This design comes from an exercise in tuning for small area, a short achievable clock period and few clock cycles on the open sky130 flow, not from production work.
In this exercise RTL edits were held to simulation tests only and were not proved equivalent to the original.

File: design/flow/run.sh
#!/bin/bash
# synth_recipe.tcl (not shown) runs the flow's synth.tcl, then flattens the netlist and writes it again
# the make line also repeats each setting of config.mk as NAME=value (left out here)
make -C /OpenROAD-flow-scripts/flow DESIGN_CONFIG=/design/flow/config.mk WORK_HOME=/design/flow/orfs CLKGATE_MAP_FILE= SYNTH_SCRIPT=/design/flow/synth_recipe.tcl finish
File: design/flow/config.mk
export PLATFORM = sky130hd
export DESIGN_NAME = matrix_multiply_accumulate_top
export DESIGN_NICKNAME = matrix_multiply_accumulate_top
export VERILOG_FILES = /design/flow/design.v
export SDC_FILE = /design/flow/constraint.sdc
export NUM_CORES = 4
export LEC_CHECK = 0
export CAP_MARGIN = 20
export CORE_MARGIN = 2
export CORE_UTILIZATION = 40
export SLEW_MARGIN = 20
File: design/flow/constraint.sdc
create_clock -name core_clock -period 8.0 [get_ports {clk}]
set_input_delay 1.6000 -clock core_clock [delete_from_list [all_inputs] [get_ports {clk}]]
set_output_delay 1.6000 -clock core_clock [all_outputs]
set_load 0.01 [all_outputs]
File: design/flow/design.v
package mma_pkg;
	localparam int REQ_W       = 2;
	localparam int IDX_W       = 6;
	localparam int DATA_W      = 32;
	localparam int MSIZE_W     = 4;
	localparam logic [MSIZE_W-1:0] MSIZE_RESET = 4'd8;
	typedef enum logic [1:0] {
		REQ_LOAD  = 2'd0,
		REQ_ACC   = 2'd1,
		REQ_READ  = 2'd2,
		REQ_CLEAR = 2'd3
	} mma_req_t;
	typedef enum logic [1:0] {
		ST_IDLE,
		ST_MAC,
		ST_DRAIN,
		ST_READ
	} mma_state_t;
	typedef struct packed {
		logic valid;
		logic first;
		logic last;
	} mma_ctl_t;
endpackage
module mma_ram #(
	parameter int WIDTH = 32,
	parameter int DEPTH = 64,
	parameter int AW    = (DEPTH > 1) ? $clog2(DEPTH) : 1
) (
	input  logic                  clk,
	input  logic                  we,
	input  logic [AW-1:0]         waddr,
	input  logic [WIDTH-1:0]      wdata,
	input  logic                  re,
	input  logic [AW-1:0]         raddr,
	output logic [WIDTH-1:0]      rdata
);
	logic [WIDTH-1:0] mem_q [DEPTH];
	always_ff @(posedge clk) begin
		if (we) begin
			mem_q[waddr] <= wdata;
		end
		if (re) begin
			rdata <= mem_q[raddr];
		end
	end
endmodule
import mma_pkg::*;
module mma_mac (
	input  logic              clk,
	input  logic              arst_n,
	input  mma_pkg::mma_ctl_t          ctl_s1,
	input  logic [DATA_W-1:0] a_s1,
	input  logic [DATA_W-1:0] b_s1,
	input  logic [DATA_W-1:0] c_old_s1,
	output logic              busy,
	output logic              wr_en,
	output logic [DATA_W-1:0] wr_data
);
	mma_pkg::mma_ctl_t          ctl_s2;
	logic [DATA_W-1:0] prod_s2;
	logic [DATA_W-1:0] c_old_s2;
	logic [DATA_W-1:0] sum_q;
	logic [DATA_W-1:0] acc;
	always_ff @(posedge clk or negedge arst_n) begin
		if (!arst_n) begin
			ctl_s2 <= '0;
		end else begin
			ctl_s2 <= ctl_s1;
		end
	end
	always_ff @(posedge clk) begin
		prod_s2  <= DATA_W'(a_s1 * b_s1);
		c_old_s2 <= c_old_s1;
		if (ctl_s2.valid) begin
			sum_q <= acc;
		end
	end
	assign acc     = (ctl_s2.first ? c_old_s2 : sum_q) + prod_s2;
	assign wr_en   = ctl_s2.valid && ctl_s2.last;
	assign wr_data = acc;
	assign busy    = ctl_s2.valid;
endmodule
import mma_pkg::*;
module matrix_multiply_accumulate_top #(
	parameter int MAX_N = 8
) (
	input  logic               clk,
	input  logic               arst_n,
	input  logic               cfg_wr_en,
	input  logic [MSIZE_W-1:0] cfg_wr_data,
	input  logic               req_valid,
	output logic               req_ready,
	input  logic [REQ_W-1:0]   req_type,
	input  logic [IDX_W-1:0]   req_index,
	input  logic [DATA_W-1:0]  req_a_value,
	input  logic [DATA_W-1:0]  req_b_value,
	output logic               rsp_valid,
	input  logic               rsp_ready,
	output logic [DATA_W-1:0]  rsp_c_value
);
	localparam int DEPTH = MAX_N * MAX_N;
	localparam int AW    = (DEPTH > 1) ? $clog2(DEPTH) : 1;
	localparam int NW    = $clog2(MAX_N + 1);
	localparam int CW    = 2 * NW;
	localparam int XW    = CW + IDX_W;
	mma_pkg::mma_state_t         state_q, state_d;
	logic [MSIZE_W-1:0] msize_q;
	logic [NW-1:0]      n_use;
	logic [NW-1:0]      n_acc_q;
	logic [CW-1:0]      cells;
	logic               in_range;
	logic               accept;
	logic               start;
	logic               mac_end;
	logic               out_load;
	logic [NW-1:0]      r_q, c_q, k_q;
	logic               r_last, c_last, k_last;
	logic [AW-1:0]      a_addr_q, b_addr_q, c_addr_q, row_base_q;
	logic [AW-1:0]      idx_addr;
	mma_pkg::mma_ctl_t           ctl_s1;
	logic [AW-1:0]      caddr_s1, caddr_s2;
	logic               cval_s1;
	logic [DEPTH-1:0]   cval_q;
	logic               ab_we;
	logic               c_re;
	logic [AW-1:0]      c_raddr;
	logic [DATA_W-1:0]  a_rd, b_rd, c_rd;
	logic               mac_busy;
	logic               c_we;
	logic [DATA_W-1:0]  c_wdata;
	logic               rd_ok_q;
	logic               out_v_q;
	logic [DATA_W-1:0]  out_q;
	always_comb begin
		if (msize_q == '0) begin
			n_use = NW'(1);
		end else if ({1'b0, msize_q} > (MSIZE_W + 1)'(MAX_N)) begin
			n_use = NW'(MAX_N);
		end else begin
			n_use = NW'(msize_q);
		end
	end
	assign cells    = CW'(n_use) * CW'(n_use);
	assign in_range = XW'(req_index) < XW'(cells);
	assign idx_addr = AW'(req_index);
	assign accept   = req_valid && req_ready;
	assign start    = accept && (req_type == REQ_ACC);
	assign k_last   = k_q == n_acc_q - NW'(1);
	assign c_last   = c_q == n_acc_q - NW'(1);
	assign r_last   = r_q == n_acc_q - NW'(1);
	assign mac_end  = k_last && c_last && r_last;
	assign out_load = !out_v_q || rsp_ready;
	assign ab_we    = accept && (req_type == REQ_LOAD) && in_range;
	assign c_re     = (state_q == ST_MAC) || (accept && (req_type == REQ_READ));
	assign c_raddr  = (state_q == ST_MAC) ? c_addr_q : idx_addr;
	always_ff @(posedge clk or negedge arst_n) begin
		if (!arst_n) begin
			state_q <= ST_IDLE;
		end else begin
			state_q <= state_d;
		end
	end
	always_comb begin
		state_d   = state_q;
		req_ready = 1'b0;
		unique case (state_q)
			ST_IDLE: begin
				req_ready = 1'b1;
				if (accept) begin
					case (req_type)
						REQ_ACC:  state_d = ST_MAC;
						REQ_READ: state_d = ST_READ;
						default:  state_d = ST_IDLE;
					endcase
				end
			end
			ST_MAC: begin
				if (mac_end) begin
					state_d = ST_DRAIN;
				end
			end
			ST_DRAIN: begin
				if (!ctl_s1.valid && !mac_busy) begin
					state_d = ST_IDLE;
				end
			end
			ST_READ: begin
				if (out_load) begin
					state_d = ST_IDLE;
				end
			end
			default: state_d = ST_IDLE;
		endcase
	end
	always_ff @(posedge clk or negedge arst_n) begin
		if (!arst_n) begin
			msize_q <= MSIZE_RESET;
			ctl_s1  <= '0;
			cval_q  <= '0;
			out_v_q <= 1'b0;
		end else begin
			if (cfg_wr_en) begin
				msize_q <= cfg_wr_data;
			end
			ctl_s1.valid <= state_q == ST_MAC;
			ctl_s1.first <= k_q == '0;
			ctl_s1.last  <= k_last;
			if (accept && (req_type == REQ_CLEAR)) begin
				cval_q <= '0;
			end else if (c_we) begin
				cval_q[caddr_s2] <= 1'b1;
			end
			if (state_q == ST_READ && out_load) begin
				out_v_q <= 1'b1;
			end else if (rsp_ready) begin
				out_v_q <= 1'b0;
			end
		end
	end
	always_ff @(posedge clk) begin
		if (start) begin
			n_acc_q    <= n_use;
			r_q        <= '0;
			c_q        <= '0;
			k_q        <= '0;
			a_addr_q   <= '0;
			b_addr_q   <= '0;
			c_addr_q   <= '0;
			row_base_q <= '0;
		end else if (state_q == ST_MAC) begin
			if (!k_last) begin
				k_q      <= k_q + NW'(1);
				a_addr_q <= a_addr_q + AW'(1);
				b_addr_q <= b_addr_q + AW'(n_acc_q);
			end else begin
				k_q      <= '0;
				c_addr_q <= c_addr_q + AW'(1);
				if (!c_last) begin
					c_q      <= c_q + NW'(1);
					a_addr_q <= row_base_q;
					b_addr_q <= AW'(c_q) + AW'(1);
				end else begin
					c_q        <= '0;
					r_q        <= r_q + NW'(1);
					a_addr_q   <= a_addr_q + AW'(1);
					row_base_q <= a_addr_q + AW'(1);
					b_addr_q   <= '0;
				end
			end
		end
		caddr_s1 <= c_addr_q;
		caddr_s2 <= caddr_s1;
		if (c_re) begin
			cval_s1 <= cval_q[c_raddr];
		end
		if (accept && (req_type == REQ_READ)) begin
			rd_ok_q <= in_range && cval_q[idx_addr];
		end
		if (state_q == ST_READ && out_load) begin
			out_q <= rd_ok_q ? c_rd : '0;
		end
	end
	mma_ram #(.WIDTH(DATA_W), .DEPTH(DEPTH)) u_ram_a (
		.clk   (clk),
		.we    (ab_we),
		.waddr (idx_addr),
		.wdata (DATA_W'(req_a_value)),
		.re    (state_q == ST_MAC),
		.raddr (a_addr_q),
		.rdata (a_rd)
	);
	mma_ram #(.WIDTH(DATA_W), .DEPTH(DEPTH)) u_ram_b (
		.clk   (clk),
		.we    (ab_we),
		.waddr (idx_addr),
		.wdata (DATA_W'(req_b_value)),
		.re    (state_q == ST_MAC),
		.raddr (b_addr_q),
		.rdata (b_rd)
	);
	mma_ram #(.WIDTH(DATA_W), .DEPTH(DEPTH)) u_ram_c (
		.clk   (clk),
		.we    (c_we),
		.waddr (caddr_s2),
		.wdata (c_wdata),
		.re    (c_re),
		.raddr (c_raddr),
		.rdata (c_rd)
	);
	mma_mac u_mac (
		.clk      (clk),
		.arst_n   (arst_n),
		.ctl_s1   (ctl_s1),
		.a_s1     (a_rd),
		.b_s1     (b_rd),
		.c_old_s1 (cval_s1 ? c_rd : '0),
		.busy     (mac_busy),
		.wr_en    (c_we),
		.wr_data  (c_wdata)
	);
	assign rsp_valid   = out_v_q;
	assign rsp_c_value = out_q;
endmodule
==> results.py <==
metrics = {
    "synthesis": {
        "syn_area_per_cell_um2": 21.2,
        "synth_edf_count": 6310,
        "syn_area_um2": 265000,
        "yosys.cell_types.count": 78,
        "yosys-top-cells-area": "edfxtp_1 71%, mux4_2 16%, fa_1 3.1%, and2_1 1.2%, ha_1 0.85%",
        "synth_warnings": 3,
        "yosysTopAreaCellShare_pct": 71.5,
        "ys.flop_type": "edfxtp_1",
        "synthArstFlopShare_pct": 1.18,
        "synth_cells": 12500,
        "ys_seq_area_share_pct": 73.1,
        "synth_top_area_cell": "edfxtp_1",
        "ys_ff_latch": 6499,
    },
    "clocking": {
        "postCtsHoldBufs": 0,
        "cts.sinks": 6499,
        "cts_resized": 0,
        "clock-root-buffer": "clkbuf_16",
        "htreeDepth": 6,
        "cts.clk_slew.worst_paths_ns": 0.07,
        "cts_tree": "yes",
        "cts_buffers": 650,
        "clock_latency_ns": 1.14,
        "cts.path.max_buffers": 4,
        "postCtsSetupBuffers": 0,
    },
    "detailed_routing": {
        "routed_wl_um": 720000,
        "drc_errors": 0,
        "antenna_left": 0,
        "viasPerCell": 5.80,
        "wl_per_cell_um": 32.2,
        "via_count": 130000,
        "drt_pass1_iterations": 6,
        "drt_iter0_drc": 16600,
    },
    "critical_path": {
        "crit_slowest_cell": "edfxtp_1",
        "reg2reg_slack_ns": 0.52,
        "reg2reg_from": "u_ram_a.rdata[6]",
        "cp_common_cell": "fa_1",
        "rr_worst_depth": 21,
        "cp.buffers_inverters": 3,
        "crit_family": "adder cells",
        "max_stage_delay_ns": 0.73,
        "r2r-end": "u_mac.prod_s2[31]",
        "crit_fanout": 15,
        "cp-start-kind": "register",
        "crit_chain": "buf_4 > and2_1 > fa_1 > fa_1 > inv_1 > fa_1 > fa_1 > inv_1 > ha_1 > ha_1 > fa_1 > fa_1 > ha_1 > a21oi_1 > o21a_1 > a2bb2oi_1 > a211oi_1 > o41ai_1 > o21ai_0 > o41ai_1 > xnor2_1",
        "arrival_ns": 8.39,
        "critPathKind": "reg -> reg",
        "end_kind": "register",
        "crit_required_ns": 8.91,
    },
    "placed_design": {
        "numPortBuffers": 114,
        "hpwl_um": 402000,
        "gp_congestion": 0.815,
    },
    "die": {
        "dieArea_um2": 669000,
        "num_rows": 299,
        "die_height_um": 818,
        "core_area_um2": 662000,
        "start_util_pct": 40.1,
        "fp.dieW_um": 818,
        "io_pins": 115,
    },
    "sta": {
        "max_freq_mhz": 134,
        "tightest_slew_ns": 1.18,
        "fin_crit_sh_pct": 93.5,
        "finalMaxSlewViolations": 0,
        "hold_viol": 0,
        "maxSlewHeadroom_pct": 20.6,
        "finalSetupViolCount": 0,
        "skew_ns": 0.112,
        "setup_tns_ns": 0,
        "rsz0062_at_grt": "no",
        "fin_crit_ns": 7.48,
    },
    "worst_hold_path": {
        "min_path_type": "reg -> reg",
        "worstHoldStart": "caddr_s1[3]",
        "hold_depth": 0,
        "holdPathEnd": "caddr_s2[3]",
    },
    "layout": {
        "multi_input_area_um2": 68100,
        "n_fill_cell": 55000,
        "syn2layout_area_growth_pct": 13.7,
        "final_layout_size_suffix_gt1_share_pct": 26.2,
        "nNetsFinal": 13800,
        "seq_area_um2": 194000,
    },
    "status": {
        "outcome": "no timing/DRC/antenna violations",
    },
    "grt": {
        "grt_max_degree": 125,
        "antenna_found_initial": 73,
        "gr-total-overflow": 0,
        "grt_pass1_vias": 130000,
        "grtUsageTotal_pct": 21.1,
        "grt_pass1_wl_um": 1010000,
    },
    "job": {
        "cap_violations": 0,
    },
}
[cell usage after synthesis (14+ instances only)]
library cell / number
xnor2_1: 102
buf_6: 33
dfrtp_1: 76
mux2i_1: 29
nand2b_1: 23
a21o_1: 28
inv_1: 434
buf_2: 105
and2_1: 494
dfxtp_1: 112
mux2_2: 49
a21oi_1: 208
a211oi_1: 185
xor2_1: 40
a311oi_1: 66
edfxtp_1: 6310
nor3_1: 16
fa_1: 411
nor2b_1: 16
nand4_1: 17
mux4_2: 1870
buf_4: 17
nor2_1: 277
ha_1: 180
and3_1: 15
a31oi_1: 72
nand2_1: 597
o21a_1: 14
clkbuf_1: 439
buf_1: 73
nand3_1: 25
o21ai_0: 63
[cells in the final DEF, fill, tap and decap left out, types with 56 or more instances in the layout]
cell	Yosys	layout
edfxtp_1	6310	6310
mux4_2	1870	1870
clkbuf_16	0	658
nand2_1	597	596
and2_1	494	494
inv_1	434	432
fa_1	411	411
buf_4	17	365
a21oi_1	208	207
a211oi_1	185	180
ha_1	180	179
nor2_1	277	150
clkbuf_1	439	147
buf_12	0	144
clkinv_1	0	128
nor2_4	0	127
clkinv_2	0	109
dfxtp_1	112	100
xnor2_1	102	84
dfrtp_1	76	75
a31oi_1	72	72
a311oi_1	66	66
o21ai_0	63	56
[layer usage]
layer / vias up / share of wire (%) / global-route usage [%] / wire (um)
li1: 52000 / - / - / -
met1: 71000 / 41 / 30.4 / 298000
met2: 5736 / 48 / 33.6 / 343000
met3: 1031 / 8.3 / 3.70 / 59400
met4: 28 / 2.7 / 5.50 / 19700
met5: - / 0.023 / 0 / 169
[sequential cells by signal, indices dropped and copies added (netlist names), 32 cells and up]
register	flops
u_ram_b.mem_q	2048
out_q	32
u_ram_b.rdata	32
cval_q	64
u_ram_a.rdata	32
u_mac.prod_s2	32
u_mac.c_old_s2	32
u_mac.sum_q	32
u_ram_c.rdata	32
u_ram_a.mem_q	2048
u_ram_c.mem_q	2048
[cells by family (layout without fill, tap and decap cells)]
| family | Yosys count | after routing | synth area share [%] |
|---|---|---|---|
| XOR/XNOR | 144 | 144 | 0.486 |
| AO/OA/AOI/OAI | 702 | 702 | 1.75 |
| flip-flops | 6499 | 6499 | 73.1 |
| multiplexers | 1950 | 1950 | 16.2 |
| other | 1 | 33 | 0.00141 |
| AND/OR/NAND/NOR | 1519 | 1519 | 2.76 |
| buffers and inverters | 1111 | 2208 | 1.78 |
| adder cells (fa/ha/maj) | 591 | 591 | 3.95 |
[worst max path at each step]
stage	start	endpoint	slack [ns]	depth (start not counted)
floorplan	u_ram_b.rdata[3]	u_mac.prod_s2[31]	1.21	21
global placement	u_ram_a.rdata[6]	u_mac.prod_s2[31]	0.66	23
detailed placement	u_ram_a.rdata[6]	u_mac.prod_s2[31]	0.67	23
CTS	u_ram_a.rdata[6]	u_mac.prod_s2[31]	0.59	23
global route	u_ram_a.rdata[6]	u_mac.prod_s2[31]	0.17	21
finish	u_ram_a.rdata[6]	u_mac.prod_s2[31]	0.52	21
[through the flow]
| step | cells | cell area, um2 | setup WS, ns | hold slack (ns) | utilization [%] |
|---|---|---|---|---|---|
| after floorplan | 12500 | 265000 | 1.21 | 0.310 | - |
| final | 22400 | 301000 | 0.519 | 0.319 | 45.6 |
| after global placement | 21200 | 280000 | 0.662 | 0.310 | 42.4 |
| after detailed placement | 21200 | 281000 | 0.674 | 0.312 | 42.4 |
| after CTS | 22300 | 301000 | 0.587 | 0.327 | 45.5 |
| after global routing | 22400 | 301000 | 0.169 | 0.333 | 45.6 |
[layout make-up]
cell class,count,area share (%)
Antenna cell,31,0.0257
Clock buffer,809,5.66
Clock inverter,365,1.20
Inverter,434,0.541
Multi-Input combinational cell,4908,22.6
Sequential cell,6499,64.2
Tap cell,8729,3.62
Timing Repair Buffer,600,2.12
Testbench counts, summed over its fixed seeds: cycles 75,173.

afterwards: timing with drivers on the ports:
In the flow no input, the clock included, has a driving cell. The finished layout below was timed again as built, in two steps. Step 1 sets driving cells, clkbuf_16 on the clock port and buf_2 on the other inputs (assumed; they add their load-dependent delay and slew). Step 2 adds t to the input delays and takes it off the output delays; t is the mean of the earliest and latest rising clock arrival at the registers after step 1. Input paths then give back, and output paths get back, about the clock's delay inside the block. Three values: ideal, step 1, step 2; two values: the first two.
t (ns): 1.208
setup WS [ns]: 0.519 / 0.519 / 0.519
hold WS [ns]: 0.319 / 0.319 / 0.319
latest minus earliest clock arrival (ns): 0.113 / 0.113
slew at the worst register clock pin (ns): 0.07 / 0.07
After both steps this run still meets setup and hold. For this run, drivers alone change the setup slack by 0.000 ns; drivers and shift together by 0.000 ns.
